From an optimization exercise on the open Yosys and OpenROAD flow, aimed at small area; shortcuts taken in it are not production practice.
The RTL was checked by simulation tests, not by an equivalence proof against the original design.
Power and IR drop assume default switching activity.

===== flow/design.v =====
package sdram_streamer_pkg;
   localparam int DEF_DATAWIDTH    = 32;
   localparam int DEF_ADDRESSWIDTH = 32;
   localparam int DEF_FIFO_DEPTH   = 16;
   localparam int DEF_COUNTWIDTH   = 16;
   typedef enum logic [1:0] {
      IDLE,
      WRITE,
      FLUSH,
      DONE
   } state_t;
   typedef struct packed {
      logic [DEF_ADDRESSWIDTH-1:0]  address;
      logic [DEF_DATAWIDTH/8-1:0]   byteenable;
      logic [DEF_DATAWIDTH-1:0]     data;
   } fifo_entry_t;
   function automatic int clog2(input int value);
      clog2 = 0;
      for (int i = 0; i < 31; i++) begin
         if ((1 << i) < value) begin
            clog2 = i + 1;
         end
      end
   endfunction
endpackage
module sync_fifo #(
   parameter int WIDTH = 8,
   parameter int DEPTH = 16,
   parameter int AW    = $clog2(DEPTH)
)(
   input  logic             clk,
   input  logic             rst_n,
   input  logic             push,
   input  logic [WIDTH-1:0] push_data,
   input  logic             pop,
   output logic [WIDTH-1:0] head_data,
   output logic [WIDTH-1:0] next_data,
   output logic             full,
   output logic             empty,
   output logic [AW:0]      count
);
   logic [WIDTH-1:0] mem [DEPTH];
   logic [AW-1:0]    wr_ptr_reg;
   logic [AW-1:0]    rd_ptr_reg;
   logic [AW:0]      count_reg;
   logic             do_push;
   logic             do_pop;
   assign full    = (count_reg == (AW+1)'(DEPTH));
   assign empty   = (count_reg == '0);
   assign count   = count_reg;
   assign do_push = push && !full;
   assign do_pop  = pop && !empty;
   assign head_data = mem[rd_ptr_reg];
   assign next_data = mem[rd_ptr_reg + AW'(1)];
   always_ff @(posedge clk) begin
      if (do_push) begin
         mem[wr_ptr_reg] <= push_data;
      end
   end
   always_ff @(posedge clk or negedge rst_n) begin
      if (!rst_n) begin
         wr_ptr_reg <= '0;
         rd_ptr_reg <= '0;
         count_reg  <= '0;
      end else begin
         if (do_push) begin
            wr_ptr_reg <= wr_ptr_reg + AW'(1);
         end
         if (do_pop) begin
            rd_ptr_reg <= rd_ptr_reg + AW'(1);
         end
         case ({do_push, do_pop})
            2'b10:   count_reg <= count_reg + (AW+1)'(1);
            2'b01:   count_reg <= count_reg - (AW+1)'(1);
            default: count_reg <= count_reg;
         endcase
      end
   end
endmodule
module sdram_write_streamer #(
   parameter int DATAWIDTH       = sdram_streamer_pkg::DEF_DATAWIDTH,
   parameter int BYTEENABLEWIDTH = DATAWIDTH / 8,
   parameter int ADDRESSWIDTH    = sdram_streamer_pkg::DEF_ADDRESSWIDTH,
   parameter int FIFO_DEPTH      = sdram_streamer_pkg::DEF_FIFO_DEPTH,
   parameter int COUNTWIDTH      = sdram_streamer_pkg::DEF_COUNTWIDTH
)(
   input  logic                       clock50MHz,
   input  logic                       reset,
   input  logic                       auto_incr,
   input  logic [ADDRESSWIDTH-1:0]    base_address,
   input  logic                       load_base,
   input  logic [ADDRESSWIDTH-1:0]    sdram_address,
   input  logic [BYTEENABLEWIDTH-1:0] sdram_byteenable,
   input  logic                       sdram_write,
   input  logic [DATAWIDTH-1:0]       sdram_writedata,
   output logic                       sdram_waitrequest,
   input  logic                       sdram_finished,
   input  logic                       irq_ack,
   output logic [ADDRESSWIDTH-1:0]    master_address,
   output logic [BYTEENABLEWIDTH-1:0] master_byteenable,
   output logic                       master_write,
   output logic [DATAWIDTH-1:0]       master_writedata,
   input  logic                       master_waitrequest,
   output logic                       irq,
   output logic [COUNTWIDTH-1:0]      word_count,
   output logic                       busy
);
   localparam int FIFO_AW = $clog2(FIFO_DEPTH);
   typedef struct packed {
      logic [ADDRESSWIDTH-1:0]    address;
      logic [BYTEENABLEWIDTH-1:0] byteenable;
      logic [DATAWIDTH-1:0]       data;
   } entry_t;
   localparam int ENTRY_W = ADDRESSWIDTH + BYTEENABLEWIDTH + DATAWIDTH;
   sdram_streamer_pkg::state_t state_reg, state_next;
   entry_t                  push_entry, head_entry, next_entry;
   entry_t                  master_reg, master_next;
   logic                    master_write_reg, master_write_next;
   logic [ADDRESSWIDTH-1:0] pointer_reg;
   logic [COUNTWIDTH-1:0]   word_count_reg;
   logic                    irq_reg;
   logic                    finish_pending_reg;
   logic                    fifo_full, fifo_empty;
   logic [FIFO_AW:0]        fifo_count;
   logic                    push, pop, set_irq;
   assign push = sdram_write && !fifo_full;
   always_comb begin
      push_entry.address    = auto_incr ? (load_base ? base_address : pointer_reg)
                                        : sdram_address;
      push_entry.byteenable = sdram_byteenable;
      push_entry.data       = sdram_writedata;
   end
   sync_fifo #(
      .WIDTH (ENTRY_W),
      .DEPTH (FIFO_DEPTH)
   ) u_fifo (
      .clk       (clock50MHz),
      .rst_n     (reset),
      .push      (push),
      .push_data (push_entry),
      .pop       (pop),
      .head_data (head_entry),
      .next_data (next_entry),
      .full      (fifo_full),
      .empty     (fifo_empty),
      .count     (fifo_count)
   );
   always_ff @(posedge clock50MHz or negedge reset) begin
      if (!reset) begin
         state_reg <= sdram_streamer_pkg::IDLE;
      end else begin
         state_reg <= state_next;
      end
   end
   always_comb begin
      state_next        = state_reg;
      master_next       = master_reg;
      master_write_next = master_write_reg;
      pop               = 1'b0;
      set_irq           = 1'b0;
      case (state_reg)
         sdram_streamer_pkg::IDLE, sdram_streamer_pkg::DONE: begin
            if (!fifo_empty) begin
               master_next       = head_entry;
               master_write_next = 1'b1;
               state_next        = sdram_streamer_pkg::WRITE;
            end else if (finish_pending_reg) begin
               state_next = sdram_streamer_pkg::FLUSH;
            end
         end
         sdram_streamer_pkg::WRITE: begin
            if (!master_waitrequest) begin
               pop = 1'b1;
               if (fifo_count > (FIFO_AW+1)'(1)) begin
                  master_next = next_entry;
               end else begin
                  master_write_next = 1'b0;
                  if ((finish_pending_reg || sdram_finished) && !push) begin
                     state_next = sdram_streamer_pkg::FLUSH;
                  end else begin
                     state_next = sdram_streamer_pkg::IDLE;
                  end
               end
            end
         end
         sdram_streamer_pkg::FLUSH: begin
            set_irq    = 1'b1;
            state_next = sdram_streamer_pkg::DONE;
         end
         default: state_next = sdram_streamer_pkg::IDLE;
      endcase
   end
   always_ff @(posedge clock50MHz or negedge reset) begin
      if (!reset) begin
         master_reg         <= '0;
         master_write_reg   <= 1'b0;
         pointer_reg        <= '0;
         word_count_reg     <= '0;
         irq_reg            <= 1'b0;
         finish_pending_reg <= 1'b0;
      end else begin
         master_reg       <= master_next;
         master_write_reg <= master_write_next;
         if (load_base) begin
            pointer_reg <= (push && auto_incr) ? base_address + ADDRESSWIDTH'(BYTEENABLEWIDTH)
                                               : base_address;
         end else if (push && auto_incr) begin
            pointer_reg <= pointer_reg + ADDRESSWIDTH'(BYTEENABLEWIDTH);
         end
         if (load_base) begin
            word_count_reg <= '0;
         end else if (pop) begin
            word_count_reg <= word_count_reg + COUNTWIDTH'(1);
         end
         if (set_irq) begin
            irq_reg <= 1'b1;
         end else if (irq_ack) begin
            irq_reg <= 1'b0;
         end
         if (set_irq) begin
            finish_pending_reg <= 1'b0;
         end else if (sdram_finished) begin
            finish_pending_reg <= 1'b1;
         end
      end
   end
   assign sdram_waitrequest = fifo_full;
   assign master_address    = master_reg.address;
   assign master_byteenable = master_reg.byteenable;
   assign master_writedata  = master_reg.data;
   assign master_write      = master_write_reg;
   assign irq               = irq_reg;
   assign word_count        = word_count_reg;
   assign busy              = !fifo_empty || master_write_reg;
endmodule

===== flow/run.sh =====
#!/bin/bash
# synth_recipe.tcl (not shown) runs the flow's synth.tcl, then flattens the netlist and writes it again
# the make line also repeats each setting of config.mk as NAME=value (left out here)
make -C /OpenROAD-flow-scripts/flow DESIGN_CONFIG=/design/flow/config.mk WORK_HOME=/design/flow/orfs CLKGATE_MAP_FILE= SYNTH_SCRIPT=/design/flow/synth_recipe.tcl finish

===== flow/config.mk =====
export PLATFORM = sky130hd
export DESIGN_NAME = sdram_write_streamer
export DESIGN_NICKNAME = sdram_write_streamer
export VERILOG_FILES = /design/flow/design.v
export SDC_FILE = /design/flow/constraint.sdc
export NUM_CORES = 4
export LEC_CHECK = 0
export CAP_MARGIN = 20
export CORE_MARGIN = 2
export CORE_UTILIZATION = 40
export SLEW_MARGIN = 20

===== flow/constraint.sdc =====
create_clock -name core_clock -period 5.0 [get_ports {clock50MHz}]
set_input_delay 1.0000 -clock core_clock [delete_from_list [all_inputs] [get_ports {clock50MHz}]]
set_output_delay 1.0000 -clock core_clock [all_outputs]
set_load 0.01 [all_outputs]

==> summary.txt <==
Setup path
  • Data required time at the worst endpoint: 4000 ps
  • Maximum net fanout on the critical path: 7
  • Crit end category: primary output
  • Reg-to-reg slack, setup: 1680 ps
  • Reg2Reg Capture Point: master_reg[33]$_DFFE_PN0P_
  • Crit. Startpoint: u_fifo.count_reg[0]$_DFFE_PN0P_
  • RR Startpoint: u_fifo.rd_ptr_reg[1]$_DFFE_PN0P_
  • Worst Reg2Reg Path Length in Cells: 7
  • Kind of critical path: reg2out
  • Critical path arrival: 2870 ps
  • Worst Setup Start Kind: register

Power
  • Net Sw Frac: 38.0%
  • Net switching power: 0.0168 W
  • P_int: 0.0274 W
  • Leak: 23.1 nW
  • Worst-case vdd ir drop: 1.04 mV
  • Total power density per cell area: 660 mW/mm2
  • Comb pwr share: 45.8%
  • Fraction of power consumed by sequential logic: 30.7%
  • Power Total: 0.0442 W
  • Share of power burned in the clock network: 23.4%

Yosys
  • Area contributors post-synth: edfxtp_1, mux2i_1, mux4_2, dfrtp_1, a22o_1
  • Cell type with the largest total area after synthesis: edfxtp_1
  • Combinational family with the most area after synthesis: multiplexers
  • Compound-Gate Fraction of Synth Area: 9.34%
  • Area share of the largest cell type after synthesis: 56.4%
  • Average cell area after synthesis: 15.6 um2
  • Adder-cell share of the synthesized area: 0.345%
  • Synthesis warning total: 2
  • EDFF count, synth: 1088
  • Area fraction in and, or, nand and nor cells after synthesis: 4.81%
  • Proportion of synthesized chip area in sequential cells: 62.2%
  • Leading register cell type out of synthesis: edfxtp_1
  • Mux share of post-synthesis cell area: 19.6%
  • Synthesized instance count: 3714
  • Yosys cell types: 63
  • Post-Synth XOR/XNOR Area: 1.16%
  • Synth Cell Area: 0.0580 mm2
  • Ys async rst share: 11.0%
  • Syn nets: 3838
  • Seq cells post-synth: 1222

Detailed routing
  • Average wire per standard cell: 28.3 um
  • First-iteration detailed-routing DRC count: 3604
  • Overall routed net length: 166000 um
  • Via density per instance: 6.17
  • Vias post-DR: 36100
  • Antenna-violating nets left: 0
  • Drt drc: 0
  • Pre-antenna DRT Iters: 17

STA
  • Fin Clk Skew: 22.3 ps
  • Number of hold violations in the final report: 0
  • Final cycle utilization of the critical path: 77.5%
  • Worst slew margin relative to its limit: 26.3%
  • Fin worst setup slack: 1130 ps
  • Top achievable clock speed: 0.258 GHz
  • Worst Max-Slew Pin Slew: 1110 ps
  • Worst hold margin: 346 ps
  • Setup repair after global routing missed its margin: false
  • Crit path time final: 3870 ps
  • Final setup vio count: 0
  • Number of max-slew violations in the final report: 0

Clocking
  • Clock tree from TritonCTS: done
  • Clock latency on the worst-skew pair: 760 ps
  • Post-CTS Setup Repair Bufs: 0
  • Root Driver: clkbuf_16
  • Clk buf depth: 3
  • Clock Pin Slew Worst Setup and Hold Paths: 60 ps
  • Number of buffers created by CTS: 134
  • CTS Hold Bufs: 0
  • Total number of H-tree levels: 4
  • Clock sink count: 1222
  • Post-CTS sizing: 0

Placed design
  • Routability congestion estimate: 0.808
  • Post-DP HPWL: 93000 um
  • Number of port buffers: 195
  • Worst setup slack after placement: 1370 ps
  • Placed Area: 0.0624 mm2

Die
  • Area inside the core boundary: 0.144 mm2
  • DIE AREA: 0.148 mm2
  • Die height: 385 um
  • Chip width: 385 um
  • Initial Utilization: 40.3%
  • Number of placement rows: 139
  • I/O Pins: 196

GRT
  • Number of global-route vias before repair: 35900
  • Maximum number of pins on one net before global-route repair: 170
  • Overall Global Routing Usage: 22.2%
  • Wire length of the first global-routing pass: 242000 um
  • Total global routing overflow: 0
  • Number of antenna violations at the first check in global routing: 6

Cells and area
  • Number of nets in the final layout: 3969
  • Max FFs per register: 1088
  • Final standard cell area without fillers: 0.0670 mm2
  • Finished Core Util: 46.7%
  • Fraction of final layout cells with drive strength greater than 1: 16.2%
  • Footprint of the multi-input gates: 0.0208 mm2
  • Number of fill cells: 12400
  • Post-synthesis to final-layout area growth: 15.7%
  • Footprint of the flip-flops and latches: 0.0360 mm2

Worst hold path
  • Worst min-delay path category: in2async

Run
  • Number of violations of the max-capacitance limit: 0

Status
  • Status: timing/DRC/antenna clean
-- how the worst max path moves through the flow --
stage	end	slack, ps	cells after the start
after detailed placement	u_fifo.mem[15][3]$_DFFE_PP_	1370	6
after floorplan	u_fifo.mem[7][0]$_DFFE_PP_	-150	5
after global placement	u_fifo.mem[14][67]$_DFFE_PP_	1160	4
after CTS	busy	1020	5
final	busy	1130	5
after global routing	busy	840	5
-- area by class of cell --
type                       count  area share (%)
antenna                        2         0.00747
clock buffer                 174            5.60
clock inverter                73            1.31
inverter                      16          0.0933
multi-input combinational   2164            31.0
sequential                  1222            53.8
tap                         1903            3.55
timing repair buffer         307            4.69
-- power groups by stage --
stage                     registers, W  logic, W  clock network, W
after global routing            0.0137    0.0216            0.0109
after global placement          0.0138    0.0200                 0
final                           0.0136    0.0203            0.0104
after CTS                       0.0136    0.0202            0.0105
after detailed placement        0.0138    0.0202                 0
after floorplan                 0.0134    0.0141                 0
-- metrics by stage --
step | TNS (ps) | instances
after detailed placement | 0 | 5612
final | 0 | 5861
after CTS | 0 | 5859
after global placement | 0 | 5608
after global routing | 0 | 5859
after floorplan | -55500 | 3714
-- cells in the mapped netlist, drive strengths merged (76+ instances only) --
library cell / number
a2111oi: 76
a21oi: 100
a22o: 179
a22oi: 124
and3: 89
buf: 161
clkbuf: 150
dfrtp: 134
edfxtp: 1088
mux2i: 582
mux4: 243
nor2: 118
nor2b: 86
o21ai: 99
-- per-layer routing --
layer / wire, um / vias up / track usage (%)
met3: 11500 / 236 / 3.69
met5: 53 / - / 0
met2: 77800 / 1424 / 35.4
met4: 3430 / 8 / 5.68
met1: 73200 / 18900 / 31.6
li1: - / 15500 / -
-- kinds of logic after synthesis --
group / count (synthesis)
simple gates: 508
compound gates: 731
xor+xnor: 77
fa+ha+maj: 16
mux: 832
buf+inv: 328
flops: 1222
-- cell usage in the layout, fill, tap and decap left out, types with 83 or more instances in the layout --
cell type and count:
dfrtp_1 131, edfxtp_1 1088, nor2_1 102, mux2i_1 582, o21ai_0 98, and3_1 88
a22oi_1 124, a22o_1 179, clkdlybuf4s50_1 192, mux4_2 243, buf_4 83, clkbuf_16 140
nor2b_1 84
-- worst max-delay path: stages, from the launching register on --
cell             delay, ps
dfrtp_1                450
inv_1                  120
ha_1                   170
nor4b_1                600
or2b_1                 290
clkdlybuf4s50_1        510

-- static timing again, ports no longer ideal --
In the flow no input, the clock included, has a driving cell. The finished layout below was timed again as built, in two steps.
Step 1 sets driving cells, clkbuf_16 on the clock port and buf_2 on the other inputs (assumed; they add their load-dependent delay and slew).
Step 2 times the ports against the registers' clock, not the clock port: input delays grow and output delays shrink by t, the midpoint of the rising clock arrivals with the driver on.
Slacks: no drivers / after step 1 / after step 2; pairs: no drivers / after step 1.
t (ns): 0.822
slack for setup (ns): 1.127 / 1.051 / 1.360
worst hold slack (ns): 0.346 / 0.314 / 0.482
slew at the worst register clock pin (ns): 0.06 / 0.06
After both steps setup and hold are still met in this run. For this run, drivers alone change the setup slack by -0.076 ns; drivers and shift together by +0.233 ns.
